Context: an optimization exercise on an open-source flow, tuned for small area, a short achievable clock period and few clock cycles per item. The choices shown serve that exercise and are no tape-out recipe. In this exercise RTL edits were held to simulation tests only and were not proved equivalent to the original. No driver is modelled on the clock port, so clocking that relies on it looks cheaper here than on a real chip.

## the reference run
==> module inst_mem_fetch, before the edit <==
module inst_mem_fetch #(
  parameter int              DATA_W   = 32,
  parameter int              DEPTH    = 128,
  parameter int              ADDR_W   = 32,
  parameter logic [DATA_W-1:0] NOP_WORD = '0
) (
  input  logic                     clock,
  input  logic                     reset_n,
  input  logic                     prog_en,
  input  logic                     prog_we,
  input  logic [$clog2(DEPTH)-1:0] prog_addr,
  input  logic [DATA_W-1:0]        prog_data,
  input  logic                     fetch_req,
  input  logic [ADDR_W-1:0]        fetch_addr,
  output logic                     fetch_ready,
  output logic                     inst_valid,
  input  logic                     inst_ready,
  output logic [DATA_W-1:0]        inst,
  output logic [1:0]               inst_fault,
  output logic [15:0]              fetch_count
);
  localparam int AW         = $clog2(DEPTH);
  localparam int GROUPS     = 4;
  localparam int BYTE_SHIFT = $clog2(DATA_W / 8);
  localparam logic [ADDR_W-1:0] LSB_MASK  = ADDR_W'((1 << BYTE_SHIFT) - 1);
  localparam logic [ADDR_W-1:0] DEPTH_LIM = ADDR_W'(DEPTH);
  logic              accept;
  logic [ADDR_W-1:0] word_index;
  logic [1:0]        in_fault;
  logic              s_valid;
  logic [AW-1:0]     s_index;
  logic [1:0]        s_fault;
  logic              a_valid;
  logic [DEPTH-1:0]  a_sel;
  logic [1:0]        a_fault;
  logic              b_valid;
  logic [GROUPS-1:0][DATA_W-1:0] b_part;
  logic [1:0]        b_fault;
  logic              pop;
  logic              b_move;
  logic              b_load;
  logic              a_move;
  logic              a_load;
  logic [GROUPS-1:0][DATA_W-1:0] rd_part;
  logic [DEPTH-1:0]  wr_sel_q;
  logic [DATA_W-1:0] wr_data_q;
  logic [AW-1:0]     ld_index;
  logic [1:0]        ld_fault;
  logic [DEPTH-1:0]  ld_sel;
  logic [DATA_W-1:0] rd_data;
  assign accept     = fetch_ready && fetch_req;
  assign word_index = fetch_addr >> BYTE_SHIFT;
  assign in_fault   = mips_pkg::fault_code(|(fetch_addr & LSB_MASK), word_index >= DEPTH_LIM);
  logic              b_full;
  logic              a_full;
  logic              a_valid_nx;
  logic              b_valid_nx;
  logic              inst_valid_nx;
  assign pop    = inst_valid && inst_ready;
  assign b_load = !b_full || inst_ready;
  assign b_move = b_valid && b_load;
  assign a_load = !a_full || inst_ready;
  assign a_move = a_valid && b_load;
  assign a_valid_nx    = a_load ? (s_valid || accept) : a_valid;
  assign b_valid_nx    = b_load ? a_valid : b_valid;
  assign inst_valid_nx = b_move || (inst_valid && !pop);
  always_comb begin
    rd_data = '0;
    for (int g = 0; g < GROUPS; g++) rd_data = rd_data | b_part[g];
  end
  assign ld_index = s_valid ? s_index : word_index[AW-1:0];
  assign ld_fault = s_valid ? s_fault : in_fault;
  localparam int LO_W = AW / 2 + AW % 2;
  localparam int HI_W = AW - LO_W;
  logic [(1 << LO_W)-1:0] lo_dec;
  logic [(1 << HI_W)-1:0] hi_dec;
  always_comb begin
    for (int j = 0; j < (1 << LO_W); j++) lo_dec[j] = (ld_index[LO_W-1:0] == LO_W'(j));
    for (int j = 0; j < (1 << HI_W); j++)
      hi_dec[j] = (ld_index[AW-1:LO_W] == HI_W'(j)) && (ld_fault == mips_pkg::FAULT_NONE);
    for (int w = 0; w < DEPTH; w++) ld_sel[w] = hi_dec[w >> LO_W] && lo_dec[w % (1 << LO_W)];
  end
  always_ff @(posedge clock or negedge reset_n) begin
    if (!reset_n) begin
      fetch_ready <= 1'b0;
      s_valid     <= 1'b0;
      a_valid     <= 1'b0;
      b_valid     <= 1'b0;
      inst_valid  <= 1'b0;
      b_full      <= 1'b0;
      a_full      <= 1'b0;
      fetch_count <= '0;
    end else begin
      a_valid    <= a_valid_nx;
      b_valid    <= b_valid_nx;
      inst_valid <= inst_valid_nx;
      b_full     <= b_valid_nx && inst_valid_nx;
      a_full     <= a_valid_nx && b_valid_nx && inst_valid_nx;
      if (a_load) begin
        s_valid <= s_valid && accept;
        fetch_ready <= !(s_valid && accept);
      end else begin
        s_valid <= s_valid || accept;
        fetch_ready <= !(s_valid || accept);
      end
      if (accept && (fetch_count != 16'hFFFF)) begin
        fetch_count <= fetch_count + 16'd1;
      end
    end
  end
  always_ff @(posedge clock) begin
    for (int w = 0; w < DEPTH; w++) wr_sel_q[w] <= prog_en && prog_we && (prog_addr == AW'(w));
    wr_data_q <= prog_data;
    if (accept) begin
      s_index <= word_index[AW-1:0];
      s_fault <= in_fault;
    end
    if (a_load) begin
      a_sel   <= ld_sel;
      a_fault <= ld_fault;
    end
    if (b_load) begin
      b_part  <= rd_part;
      b_fault <= a_fault;
    end
    if (b_move) begin
      inst       <= rd_data;
      inst_fault <= b_fault;
    end
  end
  inst_mem_array #(
    .DATA_W (DATA_W),
    .DEPTH  (DEPTH),
    .GROUPS (GROUPS),
    .AW     (AW)
  ) u_array (
    .clock   (clock),
    .wr_sel  (wr_sel_q),
    .wr_data (wr_data_q),
    .rd_sel  (a_sel),
    .rd_part (rd_part)
  );
endmodule
Settings: LEC_CHECK=0, CAP_MARGIN=20, CORE_MARGIN=2, CORE_UTILIZATION=62, CTS_CLUSTER_DIAMETER=100, CTS_CLUSTER_SIZE=25, SETUP_SLACK_MARGIN=1.4, SLEW_MARGIN=20, TNS_END_PERCENT=20; clock period 3.5 ns.
standard.sh (not shown) runs the stock make flow with config.mk's settings and CLKGATE_MAP_FILE= SYNTH_SCRIPT=/design/flow/synth_recipe.tcl, a recipe that flattens the netlist after the stock synthesis.
==> flow/flow/run.sh <==
#!/bin/bash
# Standard synthesis and layout, with sizing free to change a cell's footprint, port buffers
# from the regular buffer family, and the clock root split into four buffers on the port
# (flow/post_cts.tcl). Each tool run logs to its own file here.
set -euo pipefail
W=$(pwd)
bash standard.sh synth > synth.log 2>&1
bash standard.sh MATCH_CELL_FOOTPRINT=0 "BUFFER_PORTS_ARGS=-buffer_cell sky130_fd_sc_hd__buf_4" \
  SKIP_CTS_REPAIR_TIMING=1 "POST_CTS_TCL=$W/flow/post_cts.tcl" finish > layout.log 2>&1
Other scripts of this flow, unchanged in this note and not shown: flow/flow/post_cts.tcl, flow/flow/splitroot.tcl
Testbench counts of the reference run, summed over its fixed seeds: cycles 18,126, items 16,000.
Setup changes, the reference run to the trial run
-- flow/design.v --
<<< the reference run, line 88
  assign word_index = fetch_addr >> BYTE_SHIFT;
  assign in_fault   = mips_pkg::fault_code(|(fetch_addr & LSB_MASK), word_index >= DEPTH_LIM);
  logic              b_full;
  logic              a_full;
  logic              a_valid_nx;
  logic              b_valid_nx;
  logic              inst_valid_nx;
  assign pop    = inst_valid && inst_ready;
  assign b_load = !b_full || inst_ready;
  assign b_move = b_valid && b_load;
  assign a_load = !a_full || inst_ready;
  assign a_move = a_valid && b_load;
  assign a_valid_nx    = a_load ? (s_valid || accept) : a_valid;
  assign b_valid_nx    = b_load ? a_valid : b_valid;
  assign inst_valid_nx = b_move || (inst_valid && !pop);
  always_comb begin
    rd_data = '0;
>>> the trial run, line 88
  assign word_index = fetch_addr >> BYTE_SHIFT;
  assign in_fault   = mips_pkg::fault_code(|(fetch_addr & LSB_MASK), word_index >= DEPTH_LIM);
  assign pop    = inst_valid && inst_ready;
  assign b_move = b_valid && (!inst_valid || inst_ready);
  assign b_load = !b_valid || b_move;
  assign a_move = a_valid && b_load;
  assign a_load = !a_valid || a_move;
  always_comb begin
    rd_data = '0;
<<< the reference run, line 124
      b_valid     <= 1'b0;
      inst_valid  <= 1'b0;
      b_full      <= 1'b0;
      a_full      <= 1'b0;
      fetch_count <= '0;
    end else begin
      a_valid    <= a_valid_nx;
      b_valid    <= b_valid_nx;
      inst_valid <= inst_valid_nx;
      b_full     <= b_valid_nx && inst_valid_nx;
      a_full     <= a_valid_nx && b_valid_nx && inst_valid_nx;
      if (a_load) begin
        s_valid <= s_valid && accept;
        fetch_ready <= !(s_valid && accept);
>>> the trial run, line 116
      b_valid     <= 1'b0;
      inst_valid  <= 1'b0;
      fetch_count <= '0;
    end else begin
      if (a_load) begin
        a_valid <= s_valid || accept;
        s_valid <= s_valid && accept;
        fetch_ready <= !(s_valid && accept);
<<< the reference run, line 139
        s_valid <= s_valid || accept;
        fetch_ready <= !(s_valid || accept);
      end
      if (accept && (fetch_count != 16'hFFFF)) begin
>>> the trial run, line 125
        s_valid <= s_valid || accept;
        fetch_ready <= !(s_valid || accept);
      end
      if (b_load) begin
        b_valid <= a_valid;
      end
      if (b_move) begin
        inst_valid <= 1'b1;
      end else if (pop) begin
        inst_valid <= 1'b0;
      end
      if (accept && (fetch_count != 16'hFFFF)) begin
==> run summary <==
On share of synthesized registers carrying an async set or reset, the reference run and the trial run are neck and neck.
In the trial run the worst setup slack after layout turned out 0.040 ns higher than in the reference run.
On post-synthesis instance area, the trial run tracks the reference run almost exactly.
The reference run has a lower pin count of the biggest net entering global routing than the trial run.
The trial run vs. the reference run: vias per cell now larger; number of sequential storage elements comparable; first-pass GRT wire length now larger.
Testbench counts of the trial run, summed over its fixed seeds: cycles 18,126, items 16,000.

-- port drivers added, routing unchanged --
The flow's constraints put no driver on any port. The routed layouts listed below were extracted and timed again, unchanged, in two steps. Step 1, drivers: a clkbuf_16 drives clock and a buf_2 each remaining input, both assumed. Step 2 adds t to the input delays and takes it off the output delays; t is the mean of the earliest and latest rising clock arrival at the registers after step 1. Input paths then give back, and output paths get back, about the clock's delay inside the block. Slacks: ideal / step 1 / step 2; pairs: ideal / step 1.
| run | t (ns) | setup WS [ns] | hold slack, ns | worst setup path after step 2 | clock arrival spread, ns |
|---|---|---|---|---|---|
| the reference run | 0.803 | 1.224 / 1.184 / 0.902 | 0.112 / 0.016 / 0.437 | input to register | 0.048 / 0.048 |
| the trial run | 0.807 | 1.264 / 1.173 / 0.851 | 0.102 / -0.004 / 0.438 | input to register | 0.048 / 0.048 |
After both steps setup and hold are still met in every run listed. For the trial run, which loses most, drivers alone change the setup slack by -0.091 ns; drivers and shift together by -0.413 ns.
